Context: an optimization exercise on an open-source flow, tuned for small area and few clock cycles per item. The choices shown serve that exercise and are no tape-out recipe. Only simulation tests tie the RTL to the original design; equivalence was not proved. Power and IR drop assume default switching activity.

==> flow/design.v <==
`default_nettype none
package rlsi_pkg;
	localparam logic [1:0] CMD_LOAD  = 2'd0;
	localparam logic [1:0] CMD_TAKE  = 2'd1;
	localparam logic [1:0] CMD_CLEAR = 2'd2;
	localparam logic [7:0] CHAR_SPACE   = 8'd32;
	localparam logic [7:0] CHAR_ZERO    = 8'd48;
	localparam logic [7:0] CHAR_NINE    = 8'd57;
	localparam logic [7:0] CHAR_UPPER_A = 8'd65;
	localparam logic [7:0] CHAR_UPPER_Z = 8'd90;
	localparam logic [7:0] CHAR_LOWER_A = 8'd97;
	localparam logic [7:0] CHAR_LOWER_Z = 8'd122;
endpackage
`default_nettype wire
`default_nettype none
module rlsi_run_mem #(
	parameter int ADDR_W = 6,
	parameter int DATA_W = 38,
	parameter int RING_L = 4,
	parameter int BUF_N  = 2
) (
	input  wire logic              clk,
	input  wire logic              active,     
	input  wire logic              restart,    
	input  wire logic              push,       
	input  wire logic [ADDR_W-1:0] tidx,       
	input  wire logic [DATA_W-1:0] tail_data,
	input  wire logic [ADDR_W-1:0] raddr,
	input  wire logic              tail_sel,   
	output logic      [DATA_W-1:0] rdata
);
	localparam int PH_W   = $clog2(RING_L);
	localparam int RINGS  = (1 << ADDR_W) / RING_L;
	localparam int BSEL_W = $clog2(BUF_N);
	logic [PH_W-1:0]   phase_q;                    
	logic [ADDR_W-1:0] kw_q;                       
	logic [DATA_W-1:0] buf_q  [BUF_N];
	logic [DATA_W-1:0] ring_q [RINGS][RING_L];
	logic [ADDR_W-1:0] waiting;
	logic [ADDR_W-1:0] roff;
	logic              wr;
	logic [DATA_W-1:0] wdata;
	logic              in_buf;
	logic [PH_W-1:0]   rpos;
	assign waiting = tidx - kw_q;
	assign wr      = active && (waiting != '0) && (kw_q[PH_W-1:0] == phase_q);
	assign wdata   = buf_q[kw_q[BSEL_W-1:0]];
	always_ff @(posedge clk) begin
		phase_q <= phase_q + PH_W'(1);
		if (restart) begin
			kw_q <= '0;
		end else if (wr) begin
			kw_q <= kw_q + ADDR_W'(1);
		end
		if (push) begin
			buf_q[tidx[BSEL_W-1:0]] <= tail_data;
		end
	end
	genvar gj, gp;
	generate
		for (gj = 0; gj < RINGS; gj++) begin : g_ring
			always_ff @(posedge clk) begin
				if (wr && (kw_q[ADDR_W-1:PH_W] == (ADDR_W - PH_W)'(gj))) begin
					ring_q[gj][0] <= wdata;
				end else begin
					ring_q[gj][0] <= ring_q[gj][RING_L-1];
				end
			end
			for (gp = 1; gp < RING_L; gp++) begin : g_pos
				always_ff @(posedge clk) begin
					ring_q[gj][gp] <= ring_q[gj][gp-1];
				end
			end
		end
	endgenerate
	assign roff   = raddr - kw_q;
	assign in_buf = !tail_sel && (roff < waiting);
	assign rpos   = phase_q - raddr[PH_W-1:0] - PH_W'(1);
	always_comb begin
		rdata = '0;
		if (tail_sel) begin
			rdata = tail_data;
		end
		for (int b = 0; b < BUF_N; b++) begin
			if (in_buf && (raddr[BSEL_W-1:0] == BSEL_W'(b))) begin
				rdata = rdata | buf_q[b];
			end
		end
		for (int j = 0; j < RINGS; j++) begin
			for (int p = 0; p < RING_L; p++) begin
				if (!tail_sel && !in_buf && (raddr[ADDR_W-1:PH_W] == (ADDR_W - PH_W)'(j)) &&
						(rpos == PH_W'(p))) begin
					rdata = rdata | ring_q[j][p];
				end
			end
		end
	end
endmodule
`default_nettype wire
`default_nettype none
import rlsi_pkg::*;
module rlsi_engine #(
	parameter int RUN_SLOTS  = 64,
	parameter int COUNT_BITS = 32
) (
	input  wire logic             clk,
	input  wire logic             arst_n,
	input  wire logic             go,
	input  wire logic [1:0]       cmd,
	input  wire logic [7:0]       byte_value,
	output logic                  has_more,
	output logic [5:0]            cur_letter,
	output logic                  take_letter,
	output logic                  table_full
);
	localparam int IDX_W = $clog2(RUN_SLOTS);
	localparam int MUL_W = COUNT_BITS + 4;
	localparam int ENT_W = 6 + COUNT_BITS;
	logic                  nonempty_q;    
	logic                  drop_q;        
	logic [IDX_W-1:0]      tidx_q;        
	logic [IDX_W-1:0]      rslot_q;       
	logic [COUNT_BITS-1:0] used_q;        
	logic [5:0]            tail_letter_q;
	logic [COUNT_BITS-1:0] tail_count_q;
	logic                  tail_nz_q;     
	logic                  byte_is_letter;
	logic                  byte_is_digit;
	logic                  is_full;
	logic                  cur_is_tail;
	logic                  nxt_is_tail;
	logic [IDX_W-1:0]      rslot_inc;
	logic [ENT_W-1:0]      cur;
	logic [COUNT_BITS-1:0] cur_count;
	logic                  cur_left;
	logic [MUL_W-1:0]      prod;
	logic [COUNT_BITS-1:0] new_count;
	logic                  do_replace;
	logic                  do_append;
	logic                  do_drop;
	logic                  do_digit;
	logic                  do_take;
	logic                  do_clear;
	assign byte_is_letter = ((byte_value >= CHAR_LOWER_A) && (byte_value <= CHAR_LOWER_Z)) ||
		((byte_value >= CHAR_UPPER_A) && (byte_value <= CHAR_UPPER_Z));
	assign byte_is_digit  = (byte_value >= CHAR_ZERO) && (byte_value <= CHAR_NINE);
	assign is_full     = nonempty_q && (tidx_q == IDX_W'(RUN_SLOTS - 1));
	assign rslot_inc   = rslot_q + IDX_W'(1);
	assign cur_is_tail = (rslot_q == tidx_q);
	assign nxt_is_tail = (rslot_inc == tidx_q);
	assign cur_letter = cur[ENT_W-1:COUNT_BITS];
	assign cur_count  = cur[COUNT_BITS-1:0];
	assign cur_left   = (used_q != cur_count);
	assign has_more   = nonempty_q && (cur_left || (!cur_is_tail && (!nxt_is_tail || tail_nz_q)));
	assign prod = (MUL_W'(tail_count_q) << 3) + (MUL_W'(tail_count_q) << 1) +
		MUL_W'(byte_value[3:0]);
	assign new_count = (prod[MUL_W-1:COUNT_BITS] != '0) ? {COUNT_BITS{1'b1}} : prod[COUNT_BITS-1:0];
	assign do_replace = (cmd == CMD_LOAD) && byte_is_letter && nonempty_q && !tail_nz_q;
	assign do_drop    = (cmd == CMD_LOAD) && byte_is_letter && tail_nz_q && is_full;
	assign do_append  = (cmd == CMD_LOAD) && byte_is_letter && !do_replace && !is_full;
	assign do_digit   = (cmd == CMD_LOAD) && byte_is_digit && !drop_q && nonempty_q;
	assign do_take    = (cmd == CMD_TAKE) && has_more;
	assign do_clear   = (cmd == CMD_CLEAR);
	assign take_letter = do_take;
	assign table_full  = do_drop;
	always_ff @(posedge clk or negedge arst_n) begin
		if (!arst_n) begin
			nonempty_q <= 1'b0;
			drop_q     <= 1'b0;
		end else if (go) begin
			if (do_clear) begin
				nonempty_q <= 1'b0;
				drop_q     <= 1'b0;
			end else if (do_append) begin
				nonempty_q <= 1'b1;
				drop_q     <= 1'b0;
			end else if (do_replace) begin
				drop_q     <= 1'b0;
			end else if (do_drop) begin
				drop_q     <= 1'b1;
			end
		end
	end
	always_ff @(posedge clk) begin
		if (go) begin
			if (do_append) begin
				tidx_q        <= nonempty_q ? (tidx_q + IDX_W'(1)) : '0;
				tail_letter_q <= byte_value[5:0];
				tail_count_q  <= '0;
				tail_nz_q     <= 1'b0;
			end else if (do_replace) begin
				tail_letter_q <= byte_value[5:0];
			end else if (do_digit) begin
				tail_count_q  <= new_count;
				tail_nz_q     <= tail_nz_q || (byte_value[3:0] != 4'd0);
			end
			if (do_append && !nonempty_q) begin
				rslot_q <= '0;
				used_q  <= '0;
			end else if (do_take) begin
				if (cur_left) begin
					used_q  <= used_q + COUNT_BITS'(1);
				end else begin
					rslot_q <= rslot_inc;
					used_q  <= COUNT_BITS'(1);
				end
			end
		end
	end
	rlsi_run_mem #(
		.ADDR_W (IDX_W),
		.DATA_W (ENT_W)
	) u_mem (
		.clk       (clk),
		.active    (nonempty_q),
		.restart   (go && do_append && !nonempty_q),
		.push      (go && do_append && nonempty_q),
		.tidx      (tidx_q),
		.tail_data ({tail_letter_q, tail_count_q}),
		.raddr     (rslot_q),
		.tail_sel  (cur_is_tail),
		.rdata     (cur)
	);
endmodule
`default_nettype wire
`default_nettype none
import rlsi_pkg::*;
module run_length_string_iterator #(
	parameter int RUN_SLOTS  = 64,
	parameter int COUNT_BITS = 32
) (
	input  wire logic        clk,
	input  wire logic        arst_n,
	input  wire logic        s_tvalid,
	output logic             s_tready,
	input  wire logic [7:0]  s_tdata,    
	input  wire logic [1:0]  s_tuser,    
	output logic             m_tvalid,
	input  wire logic        m_tready,
	output logic      [15:0] m_tdata     
);
	logic       go;
	logic       has_more;
	logic [5:0] cur_letter;
	logic       take_letter;
	logic       table_full;
	logic       took_q;
	logic       full_q;
	assign s_tready = !m_tvalid || m_tready;
	assign go       = s_tvalid && s_tready;
	assign m_tdata  = {6'b0, full_q, has_more, took_q ? {2'b01, cur_letter} : CHAR_SPACE};
	always_ff @(posedge clk or negedge arst_n) begin
		if (!arst_n) begin
			m_tvalid <= 1'b0;
		end else if (s_tready) begin
			m_tvalid <= s_tvalid;
		end
	end
	always_ff @(posedge clk) begin
		if (go) begin
			took_q <= take_letter;
			full_q <= table_full;
		end
	end
	rlsi_engine #(
		.RUN_SLOTS  (RUN_SLOTS),
		.COUNT_BITS (COUNT_BITS)
	) u_engine (
		.clk         (clk),
		.arst_n      (arst_n),
		.go          (go),
		.cmd         (s_tuser),
		.byte_value  (s_tdata),
		.has_more    (has_more),
		.cur_letter  (cur_letter),
		.take_letter (take_letter),
		.table_full  (table_full)
	);
endmodule
`default_nettype wire
==> flow/run.sh <==
#!/bin/bash
# synth_recipe.tcl (not shown) runs the flow's synth.tcl, then flattens the netlist and writes it again
# the make line also repeats each setting of config.mk as NAME=value (left out here)
make -C /OpenROAD-flow-scripts/flow DESIGN_CONFIG=/design/flow/config.mk WORK_HOME=/design/flow/orfs CLKGATE_MAP_FILE= SYNTH_SCRIPT=/design/flow/synth_recipe.tcl finish
==> flow/config.mk <==
export PLATFORM = sky130hd
export DESIGN_NAME = run_length_string_iterator
export DESIGN_NICKNAME = run_length_string_iterator
export VERILOG_FILES = /design/flow/design.v
export SDC_FILE = /design/flow/constraint.sdc
export NUM_CORES = 4
export LEC_CHECK = 0
export CAP_MARGIN = 20
export CORE_MARGIN = 2
export CORE_UTILIZATION = 40
export SLEW_MARGIN = 20
==> flow/constraint.sdc <==
create_clock -name core_clock -period 10.0 [get_ports {clk}]
set_input_delay 2.0000 -clock core_clock [delete_from_list [all_inputs] [get_ports {clk}]]
set_output_delay 2.0000 -clock core_clock [all_outputs]
set_load 0.01 [all_outputs]
==> flow_summary_export.csv, run 1 <==
group,metric,value,unit
yosys,ys_seq_area_share,64.0,%
power,clock_power_share,35.9,%
placed_design,dpl.hpwl,258000,um
clock_tree,cts_tree,"done",
clock_tree,root_buffer,"clkbuf_16",
critical_path,startpoint_type,"register",
power,combinationalPowerShare,22.7,%
timing,max_freq,0.0982,GHz
timing,timing.final.ws_setup,-0.179,ns
route,viasPerCell,6.63,
power,seq_power_share,41.3,%
grt,grt_use_total,36.9,%
run_status,violations,"negative setup slack",
placed_design,place.gp.congestion,1.05,
timing,skew,0.0724,ns
critical_path,cp_data_required_time,8.00,ns
power,power_leakage,35.6,nW
yosys,ys_warn_count,4,
grt,grt_max_degree,98,
floorplan,initial_utilization,40.1,%
floorplan,die_y,462,um
timing,layout_min_cycle_time,10.18,ns
yosys,syn_avg_cell_area,11.0,um2
floorplan,die_area,0.214,mm2
floorplan,pin_count,32,
clock_tree,hold_buffers,0,
route,dr.pass1.iters,13,
timing,period_share,102,%
power,p_switching,9.94,mW
grt,grt_pass1_vias,67280,
final_layout,layout_commonest_cell,"dfxtp_1",
yosys,syn_area,0.0840,mm2
route,vias,71448,
power,ir_drop,0.341,mV
critical_path,path_class,"reg -> out",
timing,maxSlewViolCount,0,
critical_path,cp-end-kind,"output port",
yosys,synthArstFlopShare,0.115,%
route,route.detailed.drc,0,
route,wl_per_cell,37.6,um
power,p_sw_share,34.2,%
timing,slew_headroom,15.2,%
yosys,synth.distinct_cells,95,
clock_tree,clk_pin_slew,0.06,ns
run_status,status,"finished with violations",
clock_tree,htreeDepth,5,
route,finalWirelength,406000,um
timing,worst_slew_pin_slew,1.27,ns
floorplan,core,0.209,mm2
placed_design,io_buffers,24,
yosys,synth_edf_count,161,
timing,timing.setup.tns,-0.179,ns
grt,grt-ovfl-total,0,
power,powerDensity,294,mW/mm2
yosys,ys_ff_latch,2605,
worst_hold_path,hold_path_class,"reg -> reg",
timing,grt_setup_unrepaired,"false",
timing,final-setup-viol-count,1,
yosys,netlist_instances,7629,
final_layout,areaGrowthSynthToFinish,17.8,%
floorplan,std_cell_rows,168,
clock_tree,clk_latency,0.99,ns
final_layout,stdcell_area,0.0989,mm2
clock_tree,numCtsBuffers,280,
power,p_int,19.2,mW
grt,grt_pass1_wl,548000,um
route,ant_nets,0,
final_layout,layout_common_cells,"dfxtp_1, nand2_1, a22oi_1",
timing,hold_viol,0,
placed_design,postPlaceCellArea,0.0893,mm2
critical_path,cp_max_fo,18,
run,drv_cap,0,
floorplan,die_w,462,um
final_layout,drive_above_1_share,13.0,%
route,drt_iter0_drc,12571,
clock_tree,ctsLongestPathBuffers,4,
yosys,synthFlopType,"dfxtp_1",
final_layout,final_net_count,7844,
clock_tree,cts_sinks,2605,
grt,antenna_found_initial,42,
critical_path,arrival,8.18,ns
cells in the mapped netlist, types with 34 or more instances:
| master | count | area [um2] |
|---|---|---|
| xor2_1 | 63 | 552 |
| clkbuf_1 | 376 | 1410 |
| nor2_1 | 263 | 987 |
| edfxtp_1 | 161 | 4830 |
| a221oi_1 | 49 | 429 |
| a22o_1 | 148 | 1300 |
| inv_1 | 34 | 128 |
| a2111oi_0 | 61 | 534 |
| a31oi_1 | 89 | 557 |
| buf_2 | 89 | 445 |
| nand3_1 | 139 | 696 |
| o21ai_0 | 505 | 2530 |
| a21oi_1 | 445 | 2230 |
| ha_1 | 83 | 1040 |
| a222oi_1 | 47 | 470 |
| o22ai_1 | 34 | 213 |
| a211oi_1 | 37 | 278 |
| dfxtp_1 | 2441 | 48900 |
| nand4_1 | 153 | 957 |
| a22oi_1 | 624 | 4680 |
| nand2_1 | 803 | 3010 |
| o211ai_1 | 79 | 593 |
| xnor2_1 | 41 | 359 |
| mux2i_1 | 87 | 871 |
| nor4_1 | 57 | 357 |
| nor3_1 | 112 | 561 |
| buf_1 | 89 | 334 |
timing repair:
item                                    in CTS  in global routing
pin swaps                                    7                  4
endpoints found under the hold margin        0                  0
resized for setup                           11                  9
buffers inserted                            15                  4
gates cloned                                 4                  0
endpoints found under the setup margin       1                  1
critical path, stage by stage, from the launching register on:
cell and delay [ns]:
edfxtp_1 0.35, buf_4 0.53, xnor2_4 0.21, nand4b_4 0.79, buf_4 0.58, o21ai_4 0.62, nor3_2 0.10, buf_4 0.30
a222oi_1 0.74, nor4bb_1 0.37, nand4_1 0.25, xor2_1 0.24, a2111oi_2 0.54, nand4_1 0.44, nor4_4 0.27, buf_4 0.23
a21boi_1 0.11, clkdlybuf4s50_1 0.50
state kept, by name (all words and copies together), names as in the netlist, named ones only:
| register | flops |
|---|---|
| u_engine.tidx_q | 6 |
| u_engine.rslot_q | 6 |
| full_q | 1 |
| u_engine.nonempty_q | 1 |
| u_engine.tail_letter_q | 6 |
| u_engine.u_mem.ring_q | 2432 |
| took_q | 1 |
| u_engine.used_q | 32 |
| u_engine.tail_nz_q | 1 |
| u_engine.drop_q | 1 |
| u_engine.u_mem.buf_q | 76 |
| m_tvalid | 1 |
| u_engine.u_mem.phase_q | 2 |
| u_engine.tail_count_q | 32 |
| u_engine.u_mem.kw_q | 6 |
power by group through the flow:
stage / Clock [mW] / Combinational, mW / Sequential, mW
2_1_floorplan: 0 / 2.62 / 11.9
3_3_place_gp: 0 / 5.61 / 12.2
3_5_place_dp: 0 / 5.67 / 12.2
4_1_cts: 10.4 / 6.11 / 12.0
5_1_grt: 10.9 / 6.49 / 12.1
6_report: 10.5 / 6.61 / 12.0
stage by stage:
stage	hold slack, ns	setup WS [ns]	total power, mW	cells	util (%)
CTS	0.283	0.0144	28.5	10742	47.2
global route	0.288	0.0341	29.4	10755	47.3
finish	0.285	-0.179	29.1	10780	47.3
detailed placement	0.331	0.218	17.9	10240	42.7
floorplan	0.323	1.21	14.5	7635	-
global placement	0.329	0.134	17.8	10239	42.7
logic make-up after synthesis:
family	Yosys count	share of synthesized area, %
adders and majority gates	87	1.33
buffers and inverters	619	3.09
muxes	110	1.39
AOI/OAI and AO/OA	2376	19.2
xor gates and xnor gates	110	1.24
DFF	2605	64.0
other	1	0.00447
and+or+nand+nor	1721	9.70
layer usage:
metal	part of all wire (%)	vias to the layer above	track usage, %
met3	14	1855	13.0
met4	9.2	32	28.8
met1	36	34795	45.5
met2	40	6395	52.2
li1	-	28371	-
met5	0.070	-	0.317
path summary, 6_finish.rpt:
kind,from,slack [ns],depth (start not counted),end
max,u_engine.rslot_q[0],-0.18,17,m_tdata[8]
min,u_engine.u_mem.ring_q[16][32],0.29,0,u_engine.u_mem.ring_q[17][32]
max reg2reg,u_engine.rslot_q[0],2.04,18,u_engine.used_q[14]
min reg2reg,u_engine.u_mem.ring_q[16][32],0.29,0,u_engine.u_mem.ring_q[17][32]
max in group asynchronous,arst_n,8.57,1,u_engine.drop_q
min in group asynchronous,arst_n,1.27,1,m_tvalid
area by class of cell:
type	count	area (um2)
fillers	18943	110000
flip-flops and latches	2605	53800
multi-input cells	4415	28700
clock buffers	414	8460
repair buffers	407	3580
well taps	2805	3510
clock inverters	69	676
inverters	34	128
diodes	31	77.6
Testbench counts, summed over its fixed seeds: cycles 48,361, items 48,353.
==> inputs of run 2 (changes only) <==
--- a/flow/design.v
+++ b/flow/design.v
@@ -19,3 +19,4 @@
 	parameter int RING_L = 4,
-	parameter int BUF_N  = 2
+	parameter int RINGS  = 15,
+	parameter int BUF_N  = 3
 ) (
@@ -26,4 +27,6 @@
 	input  wire logic [ADDR_W-1:0] tidx,       
+	input  wire logic [1:0]        tslot,      
 	input  wire logic [DATA_W-1:0] tail_data,
 	input  wire logic [ADDR_W-1:0] raddr,
+	input  wire logic [1:0]        rslot,      
 	input  wire logic              tail_sel,   
@@ -31,7 +34,7 @@
 );
-	localparam int PH_W   = $clog2(RING_L);
-	localparam int RINGS  = (1 << ADDR_W) / RING_L;
-	localparam int BSEL_W = $clog2(BUF_N);
+	localparam int PH_W  = $clog2(RING_L);
+	localparam int RID_W = ADDR_W - PH_W;
 	logic [PH_W-1:0]   phase_q;                    
 	logic [ADDR_W-1:0] kw_q;                       
+	logic [1:0]        kslot_q;                    
 	logic [DATA_W-1:0] buf_q  [BUF_N];
@@ -45,4 +48,12 @@
 	assign waiting = tidx - kw_q;
-	assign wr      = active && (waiting != '0) && (kw_q[PH_W-1:0] == phase_q);
-	assign wdata   = buf_q[kw_q[BSEL_W-1:0]];
+	assign wr      = active && (waiting != '0) && (kw_q[ADDR_W-1:PH_W] != RID_W'(RINGS)) &&
+		(kw_q[PH_W-1:0] == phase_q);
+	always_comb begin
+		wdata = '0;
+		for (int b = 0; b < BUF_N; b++) begin
+			if (kslot_q == 2'(b)) begin
+				wdata = buf_q[b];
+			end
+		end
+	end
 	always_ff @(posedge clk) begin
@@ -50,15 +61,21 @@
 		if (restart) begin
-			kw_q <= '0;
+			kw_q    <= '0;
+			kslot_q <= '0;
 		end else if (wr) begin
-			kw_q <= kw_q + ADDR_W'(1);
-		end
-		if (push) begin
-			buf_q[tidx[BSEL_W-1:0]] <= tail_data;
+			kw_q    <= kw_q + ADDR_W'(1);
+			kslot_q <= (kslot_q == 2'(BUF_N - 1)) ? 2'd0 : (kslot_q + 2'd1);
 		end
 	end
-	genvar gj, gp;
+	genvar gb, gj, gp;
 	generate
+		for (gb = 0; gb < BUF_N; gb++) begin : g_buf
+			always_ff @(posedge clk) begin
+				if (push && (tslot == 2'(gb))) begin
+					buf_q[gb] <= tail_data;
+				end
+			end
+		end
 		for (gj = 0; gj < RINGS; gj++) begin : g_ring
 			always_ff @(posedge clk) begin
-				if (wr && (kw_q[ADDR_W-1:PH_W] == (ADDR_W - PH_W)'(gj))) begin
+				if (wr && (kw_q[ADDR_W-1:PH_W] == RID_W'(gj))) begin
 					ring_q[gj][0] <= wdata;
@@ -84,3 +101,3 @@
 		for (int b = 0; b < BUF_N; b++) begin
-			if (in_buf && (raddr[BSEL_W-1:0] == BSEL_W'(b))) begin
+			if (in_buf && (rslot == 2'(b))) begin
 				rdata = rdata | buf_q[b];
@@ -90,3 +107,3 @@
 			for (int p = 0; p < RING_L; p++) begin
-				if (!tail_sel && !in_buf && (raddr[ADDR_W-1:PH_W] == (ADDR_W - PH_W)'(j)) &&
+				if (!tail_sel && !in_buf && (raddr[ADDR_W-1:PH_W] == RID_W'(j)) &&
 						(rpos == PH_W'(p))) begin
@@ -122,2 +139,4 @@
 	logic [IDX_W-1:0]      rslot_q;       
+	logic [1:0]            tmod_q;        
+	logic [1:0]            rmod_q;        
 	logic [COUNT_BITS-1:0] used_q;        
@@ -187,2 +206,3 @@
 				tidx_q        <= nonempty_q ? (tidx_q + IDX_W'(1)) : '0;
+				tmod_q        <= (nonempty_q && (tmod_q != 2'd2)) ? (tmod_q + 2'd1) : 2'd0;
 				tail_letter_q <= byte_value[5:0];
@@ -198,2 +218,3 @@
 				rslot_q <= '0;
+				rmod_q  <= 2'd0;
 				used_q  <= '0;
@@ -204,2 +225,3 @@
 					rslot_q <= rslot_inc;
+					rmod_q  <= (rmod_q == 2'd2) ? 2'd0 : (rmod_q + 2'd1);
 					used_q  <= COUNT_BITS'(1);
@@ -218,4 +240,6 @@
 		.tidx      (tidx_q),
+		.tslot     (tmod_q),
 		.tail_data ({tail_letter_q, tail_count_q}),
 		.raddr     (rslot_q),
+		.rslot     (rmod_q),
 		.tail_sel  (cur_is_tail),
@@ -242,2 +266,3 @@
 	logic       go;
+	logic       res_go;
 	logic       has_more;
@@ -246,12 +271,26 @@
 	logic       table_full;
-	logic       took_q;
-	logic       full_q;
-	assign s_tready = !m_tvalid || m_tready;
+	logic       p_valid;     
+	logic       p_took;
+	logic       p_full;
+	logic       r_took;
+	logic [5:0] r_letter;
+	logic       r_more;
+	logic       r_full;
+	assign res_go   = p_valid && (!m_tvalid || m_tready);
+	assign s_tready = !p_valid || res_go;
 	assign go       = s_tvalid && s_tready;
-	assign m_tdata  = {6'b0, full_q, has_more, took_q ? {2'b01, cur_letter} : CHAR_SPACE};
+	assign m_tdata  = {6'b0, r_full, r_more, r_took ? {2'b01, r_letter} : CHAR_SPACE};
 	always_ff @(posedge clk or negedge arst_n) begin
 		if (!arst_n) begin
+			p_valid  <= 1'b0;
 			m_tvalid <= 1'b0;
-		end else if (s_tready) begin
-			m_tvalid <= s_tvalid;
+		end else begin
+			if (s_tready) begin
+				p_valid <= s_tvalid;
+			end
+			if (res_go) begin
+				m_tvalid <= 1'b1;
+			end else if (m_tready) begin
+				m_tvalid <= 1'b0;
+			end
 		end
@@ -260,4 +299,10 @@
 		if (go) begin
-			took_q <= take_letter;
-			full_q <= table_full;
+			p_took <= take_letter;
+			p_full <= table_full;
+		end
+		if (res_go) begin
+			r_took   <= p_took;
+			r_letter <= cur_letter;
+			r_more   <= has_more;
+			r_full   <= p_full;
 		end
==> flow_summary_export.csv, run 2 <==
group,metric,value,unit
run_status,status,"finished clean",
yosys,yosys.area.top_type,"dfxtp_1",
timing,grt_setup_unrepaired,"false",
final_layout,layout_commonest_cell,"dfxtp_1",
yosys,synth_top_family_by_area,"compound AO/OA/AOI/OAI gates",
route,drt_iter0_drc,12860,
timing,layout_min_cycle_time,8.33,ns
critical_path,cp_max_fo,105,
timing,worst_slew_pin_slew,1.24,ns
critical_path,r2r_cells,22,
final_layout,final_net_count,7483,
placed_design,place.gp.congestion,1.02,
power,powerDensity,270,mW/mm2
grt,top_usage_layer,"met2",
yosys,ys_warn_count,5,
grt,grt_pass1_vias,64107,
worst_hold_path,hold_path_depth,0,
clock_tree,cts_resized,0,
placed_design,dpl.hpwl,238000,um
floorplan,die_area,0.208,mm2
route,vias,68122,
yosys,synth_compound_area_share,19.7,%
floorplan,pin_count,32,
worst_hold_path,hold_path_class,"reg -> reg",
final_layout,layout_common_cells,"dfxtp_1, a22oi_1, nand2_1",
final_layout,multi_input_comb_area,0.0276,mm2
grt,antenna_found_initial,31,
yosys,synth_edf_count,212,
timing,slew_headroom,17.2,%
route,ant_nets,0,
placed_design,dp.cells,9809,
final_layout,drive_above_1_share,11.3,%
critical_path,regToRegSetupSlack,1.67,ns
floorplan,die_w,456,um
clock_tree,cts_tree,"done",
yosys,yosys.area_share.simple,9.09,%
critical_path,regToRegEndpoint,"u_engine.used_q[14]",
route,route.detailed.drc,0,
critical_path,path_class,"reg -> reg",
timing,max_freq,0.120,GHz
worst_hold_path,min_from,"u_engine.u_mem.ring_q[50][12]",
yosys,synth_common_cells,"dfxtp_1, a22oi_1, nand2_1",
critical_path,cp-end-kind,"register",
route,viasPerCell,6.62,
route,finalWirelength,373000,um
grt,gr-usage-met3,11.3,%
final_layout,areaGrowthSynthToFinish,15.5,%
yosys,syn_area,0.0817,mm2
clock_tree,hold_buffers,0,
worst_hold_path,hold_end,"u_engine.u_mem.ring_q[51][12]",
placed_design,postPlaceCellArea,0.0861,mm2
clock_tree,clk_latency,0.94,ns
final_layout,stdcell_count,10283,
grt,met2_usage,49.1,%
critical_path,arrival,9.00,ns
yosys,synthArstFlopShare,0.160,%
floorplan,initial_utilization,40.3,%
clock_tree,clk_pin_slew,0.07,ns
final_layout,fill_cells,18462,
clock_tree,numCtsBuffers,237,
yosys,ys_ff_latch,2506,
timing,maxSlewViolCount,0,
grt,grt_pass1_wl,508000,um
floorplan,std_cell_rows,165,
critical_path,r2r-start,"u_engine.u_mem.kw_q[2]",
run,drv_cap,0,
power,power_leakage,34.0,nW
timing,skew,0.0902,ns
route,dr.pass1.iters,9,
grt,grt_use_total,34.5,%
final_layout,stdcell_area,0.0944,mm2
timing,timing.setup.tns,0,ns
placed_design,io_buffers,24,
route,wl_per_cell,36.3,um
clock_tree,htreeDepth,4,
clock_tree,cts_setup_buffers,0,
timing,hold_viol,0,
yosys,synth_top_area_share,56.1,%
final_layout,regArea,0.0523,mm2
yosys,synth.distinct_cells,96,
yosys,synthFlopType,"dfxtp_1",
timing,final-setup-viol-count,0,
yosys,ys_seq_area_share,64.0,%
clock_tree,ctsLongestPathBuffers,3,
final_layout,largest-register,"u_engine.u_mem.ring_q",
yosys,synth_mux_area_share,1.24,%
floorplan,die_y,456,um
power,p_total,25.5,mW
yosys,synth_area_leaders,"dfxtp_1, edfxtp_1, a22oi_1",
timing,period_share,83.3,%
yosys,netlist_instances,7395,
clock_tree,root_buffer,"clkbuf_16",
critical_path,cp_data_required_time,10.68,ns
final_layout,largest_reg_flops,2280,
grt,met1_usage,44.7,%
floorplan,core,0.203,mm2
yosys,syn_avg_cell_area,11.1,um2
critical_path,startpoint_type,"register",
clock_tree,cts_sinks,2506,
grt,grt-ovfl-total,0,
yosys,synth_xor_area_share,1.30,%
grt,grt_max_degree,106,
yosys,synthAdderAreaFrac,1.46,%
power,ir_drop,0.641,mV
yosys,yosysMostFrequentCell,"dfxtp_1",
==> run 2: cell types whose count changed in the layout (fill, tap and decap cells not counted), sizes merged, moves of 29 or more <==
cell and change:
nand2 -249, nor2 +168, dfxtp -151, buf -100, o21ai -100, a21oi +87, clkbuf -69, nand4 -58
edfxtp +51, a22oi -34, a222oi +33, clkinv +31, o211ai +30, inv +29
==> run 2: worst max-delay path by stage <==
stage	to	start	slack, ns
finish	u_engine.used_q[14]	u_engine.u_mem.kw_q[2]	1.67
global route	u_engine.used_q[20]	u_engine.u_mem.kw_q[2]	1.60
CTS	u_engine.used_q[18]	u_engine.u_mem.kw_q[2]	1.88
detailed placement	u_engine.used_q[28]	u_engine.u_mem.kw_q[2]	1.86
global placement	u_engine.used_q[26]	u_engine.u_mem.kw_q[2]	1.94
floorplan	u_engine.used_q[0]	u_engine.rslot_q[5]	2.25
==> run 2: metrics by stage <==
step                      worst slack, ns  utilization, %  hold WS (ns)
after floorplan                      2.25               -         0.323
final                                1.67            46.6         0.291
after global routing                 1.60            46.5         0.297
after global placement               1.94            42.5         0.326
after CTS                            1.88            46.5         0.295
after detailed placement             1.86            42.5         0.332
==> run 2: logic make-up after synthesis <==
kind of cell / count (synthesis)
fa+ha+maj: 93
other cells: 1
buf+inv: 638
xor+xnor: 117
simple gates: 1586
mux: 97
compound gates: 2357
flops: 2506
==> run 2: report_power, final <==
| part | switching [mW] | internal (mW) | total, mW |
|---|---|---|---|
| clock | 4.14 | 5.22 | 9.36 |
| sequential | 0.659 | 11.0 | 11.7 |
| combinational | 3.46 | 1.01 | 4.47 |
| total | 8.26 | 17.3 | 25.5 |
==> run 2: cell type report <==
cell class	count	area share (%)
clock inverter	103	1.24
timing repair buffer	307	2.78
tap	2672	3.54
inverter	67	0.266
multi-input combinational	4257	29.3
clock buffer	345	7.42
antenna	26	0.0689
sequential	2506	55.4
==> run 2: worst max-delay path, cell delays in order, from the launching register on <==
cell and delay (ns):
dfxtp_1 0.62, inv_1 0.24, ha_1 0.39, a21o_1 0.20, a21o_1 0.19, a21oi_1 0.19, xnor2_1 0.18, ha_1 0.29
a21oi_1 0.44, o21ai_4 0.12, buf_12 0.26, nand2_4 0.77, buf_4 0.36, buf_4 0.31, a31oi_1 0.06, or4_1 0.50
nor4_1 0.32, xnor2_1 0.11, a211oi_1 0.90, nand3_1 0.33, nor4_1 0.55, a211oi_4 0.23, buf_4 0.30
==> run 2: layer usage <==
metal	wire length [um]	vias to the layer above
li1	-	27303
met1	140000	33323
met2	151000	6047
met3	53300	1437
met4	28800	12
met5	195	-
Testbench counts of run 2, summed over its fixed seeds: cycles 48,369, items 48,353.
==> inputs of run 3 (changes only) <==
--- a/flow/config.mk
+++ b/flow/config.mk
@@ -10,2 +10,5 @@
 export CORE_UTILIZATION = 40
+export CTS_BUF_LIST = sky130_fd_sc_hd__clkbuf_16
+export CTS_CLUSTER_DIAMETER = 60
+export CTS_CLUSTER_SIZE = 24
 export SLEW_MARGIN = 20
==> flow_summary_export.csv, run 3 <==
group,metric,value,unit
floorplan,die_y,456,um
critical_path,startpoint_type,"register",
timing,grt_setup_unrepaired,"false",
timing,timing.setup.tns,0,ns
timing,maxSlewViolCount,0,
route,vias,67032,
clock_tree,cts_setup_buffers,0,
clock_tree,root_buffer,"clkbuf_16",
clock_tree,cts_resized,0,
critical_path,r2r-start,"u_engine.u_mem.kw_q[2]",
route,drt_iter0_drc,12493,
floorplan,initial_utilization,40.3,%
floorplan,die_w,456,um
route,ant_nets,0,
timing,period_share,83.1,%
clock_tree,cts_sinks,2506,
critical_path,cp_data_required_time,10.61,ns
final_layout,layout_commonest_cell,"dfxtp_1",
route,route.detailed.drc,0,
critical_path,arrival,8.92,ns
worst_hold_path,hold_end,"u_engine.u_mem.ring_q[38][7]",
worst_hold_path,min_from,"u_engine.u_mem.ring_q[37][7]",
route,wl_per_cell,36.7,um
critical_path,regToRegSetupSlack,1.69,ns
power,seq_power_share,50.8,%
yosys,ys_seq_area_share,64.0,%
final_layout,fin_util,45.0,%
power,combinationalPowerShare,19.5,%
timing,skew,0.0505,ns
clock_tree,ctsLongestPathBuffers,3,
final_layout,areaGrowthSynthToFinish,11.6,%
power,ir_drop,0.638,mV
yosys,yosys.area.top_type,"dfxtp_1",
yosys,synthFlopType,"dfxtp_1",
clock_tree,cts_tree,"done",
timing,max_freq,0.120,GHz
yosys,synth.distinct_cells,96,
yosys,syn_avg_cell_area,11.1,um2
floorplan,std_cell_rows,165,
critical_path,cp-end-kind,"register",
yosys,synthArstFlopShare,0.160,%
clock_tree,hold_buffers,0,
final_layout,final_net_count,7396,
final_layout,largest-register,"u_engine.u_mem.ring_q",
route,viasPerCell,6.64,
grt,antenna_found_initial,32,
yosys,synth_area_leaders,"dfxtp_1, edfxtp_1, a22oi_1",
clock_tree,htreeDepth,4,
power,clock_power_share,29.7,%
critical_path,cp_max_fo,26,
clock_tree,clk_pin_slew,0.09,ns
power,power_leakage,32.4,nW
grt,grt_pass1_wl,504000,um
grt,grt_pass1_vias,62977,
yosys,ys_ff_latch,2506,
route,dr.pass1.iters,10,
timing,final-setup-viol-count,0,
floorplan,core,0.203,mm2
grt,grt_max_degree,106,
timing,slew_headroom,14.2,%
yosys,synth_common_cells,"dfxtp_1, a22oi_1, nand2_1",
timing,layout_min_cycle_time,8.31,ns
placed_design,io_buffers,24,
yosys,ys_warn_count,5,
placed_design,place.gp.congestion,1.02,
power,p_int,15.1,mW
worst_hold_path,hold_path_depth,0,
clock_tree,clk_latency,0.87,ns
run_status,status,"finished clean",
power,p_switching,7.91,mW
timing,worst_slew_pin_slew,1.27,ns
yosys,netlist_instances,7395,
placed_design,dpl.hpwl,238000,um
critical_path,regToRegEndpoint,"u_engine.used_q[18]",
final_layout,layout_common_cells,"dfxtp_1, a22oi_1, nand2_1",
yosys,synth_top_area_share,56.1,%
yosys,synth_edf_count,212,
grt,grt_use_total,34.3,%
power,powerDensity,252,mW/mm2
worst_hold_path,hold_path_class,"reg -> reg",
floorplan,pin_count,32,
grt,grt-ovfl-total,0,
final_layout,drive_above_1_share,9.38,%
yosys,syn_area,0.0817,mm2
run,drv_cap,0,
final_layout,largest_reg_flops,2280,
critical_path,r2r_cells,21,
critical_path,path_class,"reg -> reg",
floorplan,die_area,0.208,mm2
clock_tree,numCtsBuffers,149,
power,p_sw_share,34.4,%
yosys,yosysMostFrequentCell,"dfxtp_1",
route,finalWirelength,371000,um
timing,hold_viol,0,
[run 3: cell types whose count changed in the layout (fill, tap and decap cells not counted), sizes merged]
cell,previous run,this run
clkbuf,345,155
clkinv,74,39
bufinv,12,3
clkinvlp,9,6
diode,26,19
inv,75,124
[run 3: area by class of cell]
type,count,area (um2)
Inverter,67,251
Timing Repair Buffer,308,2640
Sequential cell,2506,52300
Antenna cell,19,47.5
Fill cell,18740,112000
Clock buffer,154,3850
Clock inverter,105,1150
Multi-Input combinational cell,4257,27600
Tap cell,2672,3340
[run 3: critical path, stage by stage, from the launching register on]
cell,delay [ns]
dfxtp_1,0.63
inv_1,0.24
ha_1,0.39
a21o_1,0.20
a21o_1,0.19
a21oi_1,0.18
xnor2_1,0.18
ha_1,0.29
a21oi_1,0.43
o21a_4,0.57
buf_4,0.61
buf_4,0.30
and3_1,0.26
buf_4,0.44
a221o_1,0.25
nor4_1,0.07
and4_1,0.21
nor4_1,0.91
or4b_4,0.61
nor4_1,0.52
a211oi_4,0.23
buf_4,0.30
[run 3: power by group through the flow]
stage	sequential, mW	combinational [mW]	clock, mW
2_1_floorplan	11.5	2.15	0
3_3_place_gp	11.8	4.13	0
3_5_place_dp	11.8	4.19	0
4_1_cts	11.6	4.20	6.83
5_1_grt	11.7	4.45	7.18
6_report	11.7	4.48	6.84
[run 3: worst max-delay path by stage]
stage,endpoint,startpoint,cells past startpoint,slack [ns]
global placement,u_engine.used_q[26],u_engine.u_mem.kw_q[2],22,1.94
finish,u_engine.used_q[18],u_engine.u_mem.kw_q[2],21,1.69
detailed placement,u_engine.used_q[28],u_engine.u_mem.kw_q[2],22,1.86
floorplan,u_engine.used_q[0],u_engine.rslot_q[5],25,2.25
global route,u_engine.used_q[28],u_engine.u_mem.kw_q[2],22,1.57
CTS,u_engine.used_q[28],u_engine.u_mem.kw_q[2],22,1.84
[run 3: cells by family after synthesis]
family | count (synthesis) | synth area share (%)
multiplexers | 97 | 1.24
buffers and inverters | 638 | 3.23
other | 1 | 0.00459
XOR/XNOR | 117 | 1.30
flip-flops | 2506 | 64.0
AND/OR/NAND/NOR | 1586 | 9.09
AO/OA/AOI/OAI | 2357 | 19.7
adder cells (fa/ha/maj) | 93 | 1.46
[run 3: metrics by stage]
stage	instances	power (mW)	setup slack (ns)	area, um2	hold slack [ns]
global placement	9808	16.0	1.94	86100	0.326
floorplan	7401	13.7	2.25	81800	0.323
global route	10071	23.4	1.57	91200	0.323
detailed placement	9809	16.0	1.86	86100	0.332
CTS	10068	22.7	1.84	91100	0.323
finish	10088	23.0	1.69	91200	0.322
[run 3: metal layers]
layer	track usage (%)	share of wire, %
met2	48.9	41
met5	0	0.043
met1	44.4	38
met3	11.5	14
met4	21.4	7.3
==> inputs of run 4 (changes only) <==
==> flow/flow/run.sh (new file) <==
#!/bin/bash
set -o pipefail
export CTS_ARGS="-sink_clustering_enable -repair_clock_nets -buf_list sky130_fd_sc_hd__clkbuf_16 -sink_clustering_size 24 -sink_clustering_max_diameter 60 -dont_use_dummy_load"
bash standard.sh > standard.log 2>&1
==> flow/standard.sh (new file) <==
#!/bin/bash
# synth_recipe.tcl (not shown) runs the flow's synth.tcl, then flattens the netlist and writes it again
# the make line also repeats each setting of config.mk as NAME=value (left out here)
make -C /OpenROAD-flow-scripts/flow DESIGN_CONFIG=/design/flow/config.mk WORK_HOME=/design/flow/orfs CLKGATE_MAP_FILE= SYNTH_SCRIPT=/design/flow/synth_recipe.tcl "${@:-finish}"
removed: flow/run.sh
==> flow_summary_export.csv, run 4 <==
group,metric,value,unit
yosys,netlist_instances,7395,
critical_path,crit_path_top_delay_cell,"nor4_1",
route,vias,66973,
final_layout,layout_commonest_cell,"dfxtp_1",
power,ir_drop,0.637,mV
final_layout,final_net_count,7396,
route,viasPerCell,6.71,
floorplan,core,0.203,mm2
grt,grt_max_degree,106,
final_layout,fin_util,44.4,%
final_layout,largest_reg_flops,2280,
yosys,syn_area,0.0817,mm2
yosys,synthArstFlopShare,0.160,%
yosys,synth_common_cells,"dfxtp_1, a22oi_1, nand2_1",
yosys,synth_top_family_by_area,"compound AO/OA/AOI/OAI gates",
clock_tree,numCtsBuffers,149,
grt,grt_pass1_wl,503000,um
yosys,synth_mux_area_share,1.24,%
clock_tree,root_buffer,"clkbuf_16",
placed_design,io_buffers,24,
route,finalWirelength,370000,um
timing,hold_viol,0,
final_layout,areaGrowthSynthToFinish,10.1,%
critical_path,cp_max_fo,26,
route,wl_per_cell,37.0,um
timing,final-setup-viol-count,0,
yosys,yosys.area_share.simple,9.09,%
critical_path,cp_data_required_time,10.56,ns
clock_tree,cts_setup_buffers,0,
clock_tree,htreeDepth,4,
critical_path,critical-path-top-delay-family,"simple AND/OR/NAND/NOR gates",
timing,timing.setup.tns,0,ns
yosys,ys_ff_latch,2506,
placed_design,dpl.hpwl,238000,um
timing,period_share,82.9,%
floorplan,initial_utilization,40.3,%
yosys,synth_top_area_share,56.1,%
critical_path,regToRegSetupSlack,1.71,ns
timing,maxSlewViolCount,0,
timing,grt_setup_unrepaired,"false",
critical_path,arrival,8.85,ns
yosys,synth_edf_count,212,
yosys,synthFlopType,"dfxtp_1",
final_layout,drive_above_1_share,8.40,%
run,drv_cap,0,
power,power_leakage,31.8,nW
yosys,yosysMostFrequentCell,"dfxtp_1",
timing,worst_slew_pin_slew,1.25,ns
floorplan,die_w,456,um
yosys,synth_xor_area_share,1.30,%
clock_tree,cts_tree,"done",
yosys,yosys.area.top_type,"dfxtp_1",
timing,timing.hold.ws,0.256,ns
yosys,synth_area_leaders,"dfxtp_1, edfxtp_1, a22oi_1",
timing,skew,0.0962,ns
yosys,synthAdderAreaFrac,1.46,%
yosys,synth_compound_area_share,19.7,%
route,drt_iter0_drc,12678,
power,powerDensity,246,mW/mm2
worst_hold_path,hold_path_class,"reg -> reg",
grt,antenna_found_initial,29,
floorplan,pin_count,32,
clock_tree,cts_resized,0,
clock_tree,clk_pin_slew,0.09,ns
critical_path,cp_num_buf_inv,5,
yosys,synth.distinct_cells,96,
timing,layout_min_cycle_time,8.29,ns
critical_path,cp-end-kind,"register",
critical_path,cp_cell_sequence,"inv_1, ha_1, a21o_1, a21o_1, a21oi_1, xnor2_1, ha_1, a21oi_1, o21a_4, buf_4, buf_4, and3_1, buf_4, a221o_1, nor4_1, and4_1, nor4_1, or4b_4, nor4_1, a211oi_4, buf_4",
grt,grt_use_total,34.2,%
floorplan,std_cell_rows,165,
yosys,syn_avg_cell_area,11.1,um2
critical_path,worst_path_most_repeated_cell,"buf_4",
final_layout,layout_common_cells,"dfxtp_1, a22oi_1, nand2_1",
route,ant_nets,0,
clock_tree,hold_buffers,0,
run_status,status,"finished clean",
timing,max_freq,0.121,GHz
grt,grt-ovfl-total,0,
final_layout,largest-register,"u_engine.u_mem.ring_q",
placed_design,place.gp.congestion,1.02,
route,route.detailed.drc,0,
critical_path,path_class,"reg -> reg",
clock_tree,ctsLongestPathBuffers,3,
critical_path,cp_slowest_stage_delay,0.89,ns
route,dr.pass1.iters,9,
floorplan,die_area,0.208,mm2
clock_tree,cts_sinks,2506,
floorplan,die_y,456,um
grt,grt_pass1_vias,62788,
yosys,ys_warn_count,5,
timing,slew_headroom,16.2,%
critical_path,startpoint_type,"register",
yosys,ys_seq_area_share,64.0,%
clock_tree,clk_latency,0.88,ns
==> run 4: layout make-up <==
class                   instances  area [um2]
flip-flops and latches       2506       52300
inverters                      67         251
well taps                    2672        3340
repair buffers                308        2640
clock buffers                 149        3730
diodes                         23        57.6
multi-input cells            4257       27600
fillers                     18837      113000
==> run 4: cell families after synthesis <==
group	after synthesis
DFF	2506
AOI/OAI and AO/OA	2357
and+or+nand+nor	1586
buffers and inverters	638
xor gates and xnor gates	117
muxes	97
adders and majority gates	93
other	1
==> run 4: power by group <==
part,internal (mW),switching (mW)
sequential,11.0,0.656
combinational,1.01,3.46
clock,2.65,3.28
total,14.7,7.40
==> run 4: final timing paths <==
kind	from	end	cells past startpoint
worst min register to register	u_engine.u_mem.ring_q[58][7]	u_engine.u_mem.ring_q[59][7]	0
worst min-delay path	u_engine.u_mem.ring_q[58][7]	u_engine.u_mem.ring_q[59][7]	0
worst max register to register	u_engine.u_mem.kw_q[2]	u_engine.used_q[18]	21
min in group asynchronous	arst_n	u_engine.nonempty_q	1
worst max-delay path	u_engine.u_mem.kw_q[2]	u_engine.used_q[18]	21
max in group asynchronous	arst_n	m_tvalid	1
==> run 4: layer usage <==
layer | vias up | share of wire [%] | GRT usage (%)
met5 | - | 0.031 | 0
li1 | 26908 | - | -
met2 | 5709 | 41 | 48.9
met3 | 1356 | 14 | 11.2
met1 | 32986 | 38 | 44.3
met4 | 14 | 7.5 | 21.5
==> run 4: through the flow <==
stage	instance area, um2	power (mW)	worst slack, ns	instances
4_1_cts	89900	21.7	1.86	9958
3_3_place_gp	86100	16.0	1.94	9808
6_report	90000	22.1	1.71	9982
3_5_place_dp	86100	16.0	1.86	9809
5_1_grt	89900	22.4	1.58	9961
2_1_floorplan	81800	13.7	2.25	7401
==> run 4: worst reg2reg max path, cell delays in order, from the launching register on <==
cell and delay (ns):
dfxtp_1 0.61, inv_1 0.24, ha_1 0.39, a21o_1 0.20, a21o_1 0.19, a21oi_1 0.18, xnor2_1 0.18, ha_1 0.29
a21oi_1 0.43, o21a_4 0.59, buf_4 0.61, buf_4 0.31, and3_1 0.25, buf_4 0.46, a221o_1 0.30, nor4_1 0.07
and4_1 0.21, nor4_1 0.89, or4b_4 0.62, nor4_1 0.52, a211oi_4 0.23, buf_4 0.30
==> inputs of run 5 (changes only) <==
--- a/flow/config.mk
+++ b/flow/config.mk
@@ -7,3 +7,3 @@
 export LEC_CHECK = 0
-export CAP_MARGIN = 20
+export CAP_MARGIN = 5
 export CORE_MARGIN = 2
@@ -13,2 +13,2 @@
 export CTS_CLUSTER_SIZE = 24
-export SLEW_MARGIN = 20
+export SLEW_MARGIN = 5
==> flow_summary_export.csv, run 5 <==
group,metric,value,unit
yosys,yosys.area.top_type,"dfxtp_1",
final_layout,layout_common_cells,"dfxtp_1, a22oi_1, nand2_1",
grt,grt_pass1_wl,501000,um
yosys,synth_top_family_by_area,"compound AO/OA/AOI/OAI gates",
route,viasPerCell,6.70,
yosys,synth_mux_area_share,1.24,%
critical_path,cp-end-kind,"register",
run,drv_cap,2,
timing,slew_headroom,-6.62,%
floorplan,core,0.203,mm2
yosys,yosysMostFrequentCell,"dfxtp_1",
placed_design,place.gp.congestion,1.02,
final_layout,largest_reg_flops,2280,
power,ir_drop,0.860,mV
route,drt_iter0_drc,12853,
floorplan,die_w,456,um
timing,skew,0.103,ns
timing,timing.hold.ws,0.281,ns
final_layout,layout_commonest_cell,"dfxtp_1",
critical_path,startpoint_type,"register",
placed_design,dpl.hpwl,238000,um
power,powerDensity,246,mW/mm2
critical_path,cp_max_fo,23,
placed_design,pre_cts_slack,1.84,ns
grt,grt_pass1_vias,62623,
yosys,syn_area,0.0817,mm2
grt,grt_use_total,34.1,%
timing,hold_viol,0,
yosys,synthAdderAreaFrac,1.46,%
yosys,synth_area_leaders,"dfxtp_1, edfxtp_1, a22oi_1",
critical_path,crit_path_top_delay_cell,"nor4bb_1",
grt,grt_max_degree,106,
yosys,ys_seq_area_share,64.0,%
clock_tree,cts_tree,"done",
timing,timing.final.ws_setup,1.56,ns
route,dr.pass1.iters,7,
yosys,netlist_instances,7395,
final_layout,areaGrowthSynthToFinish,10.1,%
clock_tree,numCtsBuffers,152,
yosys,synth_compound_area_share,19.7,%
yosys,synth_xor_area_share,1.30,%
yosys,ys_ff_latch,2506,
critical_path,critical-path-top-delay-family,"compound AO/OA/AOI/OAI gates",
placed_design,dp.cells,9808,
clock_tree,htreeDepth,4,
clock_tree,cts_setup_buffers,0,
route,vias,66848,
timing,timing.setup.tns,0,ns
timing,period_share,84.4,%
yosys,synth.distinct_cells,96,
route,route.detailed.drc,0,
critical_path,cp_slowest_stage_delay,1.16,ns
timing,layout_min_cycle_time,8.44,ns
clock_tree,ctsLongestPathBuffers,3,
grt,antenna_found_initial,28,
yosys,ys_warn_count,5,
route,finalWirelength,370000,um
power,power_leakage,31.8,nW
clock_tree,clk_pin_slew,0.09,ns
final_layout,fill_cells,18837,
run_status,status,"finished with violations",
floorplan,initial_utilization,40.3,%
placed_design,io_buffers,24,
critical_path,arrival,9.01,ns
floorplan,pin_count,32,
final_layout,final_net_count,7397,
worst_hold_path,hold_path_class,"reg -> reg",
final_layout,drive_above_1_share,8.26,%
yosys,yosys.area_share.simple,9.09,%
floorplan,die_y,456,um
yosys,synth_top_area_share,56.1,%
yosys,synth_edf_count,212,
clock_tree,cts_resized,0,
final_layout,largest-register,"u_engine.u_mem.ring_q",
clock_tree,hold_buffers,0,
floorplan,std_cell_rows,165,
clock_tree,root_buffer,"clkbuf_16",
yosys,syn_avg_cell_area,11.1,um2
timing,maxSlewViolCount,8,
power,p_total,22.1,mW
clock_tree,cts_sinks,2506,
timing,final-setup-viol-count,0,
critical_path,worst_path_most_repeated_cell,"buf_4",
grt,grt-ovfl-total,0,
critical_path,cp_cell_sequence,"inv_1, ha_1, a21o_1, a21o_1, a21oi_1, xnor2_1, ha_1, a21oi_1, o21a_4, buf_4, nor2_2, buf_4, o21ai_0, o2111ai_1, nor4bb_1, xnor2_1, a2111oi_1, buf_4, nand4_1, nor4_1, a211oi_4, buf_4",
route,wl_per_cell,37.1,um
route,ant_nets,0,
run_status,violations,"max-capacitance violations, max-slew violations",
final_layout,stdcell_count,9975,
timing,grt_setup_unrepaired,"false",
critical_path,cp_data_required_time,10.57,ns
floorplan,die_area,0.208,mm2
timing,worst_slew_pin_slew,1.60,ns
timing,max_freq,0.118,GHz
yosys,synth_common_cells,"dfxtp_1, a22oi_1, nand2_1",
yosys,synthArstFlopShare,0.160,%
clock_tree,clk_latency,0.85,ns
critical_path,cp_num_buf_inv,5,
yosys,synthFlopType,"dfxtp_1",
critical_path,path_class,"reg -> reg",
## run 5: per-layer routing
metal / share of wire (%) / global-route usage (%)
met5: 0.064 / 0.321
met4: 7.2 / 20.8
met3: 14 / 11.6
met1: 38 / 44.0
met2: 41 / 49.0
## run 5: metrics by stage
stage          util [%]  cell area, um2
6_report           44.4           90000
5_1_grt            44.4           89900
4_1_cts            44.4           89900
3_5_place_dp       42.5           86100
3_3_place_gp       42.5           86100
2_1_floorplan         -           81800
## run 5: area by class of cell
cell class                      instances  area, um2  area share (%)
Inverter                               67        251           0.280
Sequential cell                      2506      52300            58.2
Multi-Input combinational cell       4257      27600            30.7
Antenna cell                           15       37.5          0.0417
Timing Repair Buffer                  306       2620            2.91
Tap cell                             2672       3340            3.72
Clock buffer                          152       3800            4.23
## run 5: final timing paths
kind                                               startpoint                             to  slack [ns]  depth (start not counted)
worst max-delay path                   u_engine.u_mem.kw_q[2]            u_engine.used_q[18]        1.56                         22
worst min-delay path            u_engine.u_mem.ring_q[45][11]  u_engine.u_mem.ring_q[46][11]        0.28                          0
worst max register to register         u_engine.u_mem.kw_q[2]            u_engine.used_q[18]        1.56                         22
worst min register to register  u_engine.u_mem.ring_q[45][11]  u_engine.u_mem.ring_q[46][11]        0.28                          0
max in group asynchronous                              arst_n                       m_tvalid        8.45                          1
min in group asynchronous                              arst_n                        p_valid        1.38                          1
## run 5: worst reg2reg max path: stages (launching register included)
cell       delay, ns
dfxtp_1         0.63
inv_1           0.25
ha_1            0.39
a21o_1          0.20
a21o_1          0.19
a21oi_1         0.18
xnor2_1         0.18
ha_1            0.29
a21oi_1         0.44
o21a_4          0.57
buf_4           0.50
nor2_2          0.29
buf_4           0.30
o21ai_0         0.12
o2111ai_1       0.13
nor4bb_1        1.16
xnor2_1         0.13
a2111oi_1       0.73
buf_4           0.22
nand4_1         0.19
nor4_1          0.61
a211oi_4        0.23
buf_4           0.31
## run 5: logic make-up (layout without fill, tap and decap cells)
family / Yosys count / count (layout)
compound gates: 2357 / 2357
mux: 97 / 97
flops: 2506 / 2506
fa+ha+maj: 93 / 93
xor+xnor: 117 / 117
simple gates: 1586 / 1586
other cells: 1 / 22
buf+inv: 638 / 525
## run 5: report_power, final
group / leakage [nW] / switching (mW) / internal [mW] / total [mW]
combinational: 9.51 / 3.45 / 1.01 / 4.46
clock: 1.87 / 3.29 / 2.70 / 5.99
sequential: 20.4 / 0.658 / 11.0 / 11.7
total: 31.8 / 7.40 / 14.7 / 22.1

separate check: timing with driven ports:
The results above use ideal ports. As a check the final layouts listed here were re-extracted and re-timed, cells and wires unchanged.
Step 1 (the two cells are an assumption about what drives the block):
set clk [get_ports {clk}]
set_driving_cell -lib_cell sky130_fd_sc_hd__clkbuf_16 $clk
set_driving_cell -lib_cell sky130_fd_sc_hd__buf_2 [delete_from_list [all_inputs] $clk]
Step 2 moves the port delays by t, midway between the first and last clock arrival at a register: inputs arrive t later, outputs are due t later. That takes back most of the time a late clock gives input paths.
Slacks: no drivers / after step 1 / after step 2; pairs: no drivers / after step 1.
run | t (ns) | slack for setup (ns) | worst setup path at the end | worst register clock-pin slew, ns | worst data-port slew with drivers (ns)
run 1 | 1.036 | -0.179 / -0.278 / 0.758 | register to output | 0.07 / 0.07 | 0.03
run 2 | 0.980 | 1.672 / 1.672 / 1.672 | register to register | 0.07 / 0.07 | 0.04
run 3 | 0.940 | 1.686 / 1.686 / 1.686 | register to register | 0.10 / 0.10 | 0.04
run 4 | 0.902 | 1.709 / 1.709 / 1.709 | register to register | 0.10 / 0.10 | 0.04
run 5 | 0.906 | 1.558 / 1.558 / 1.558 | register to register | 0.10 / 0.10 | 0.04
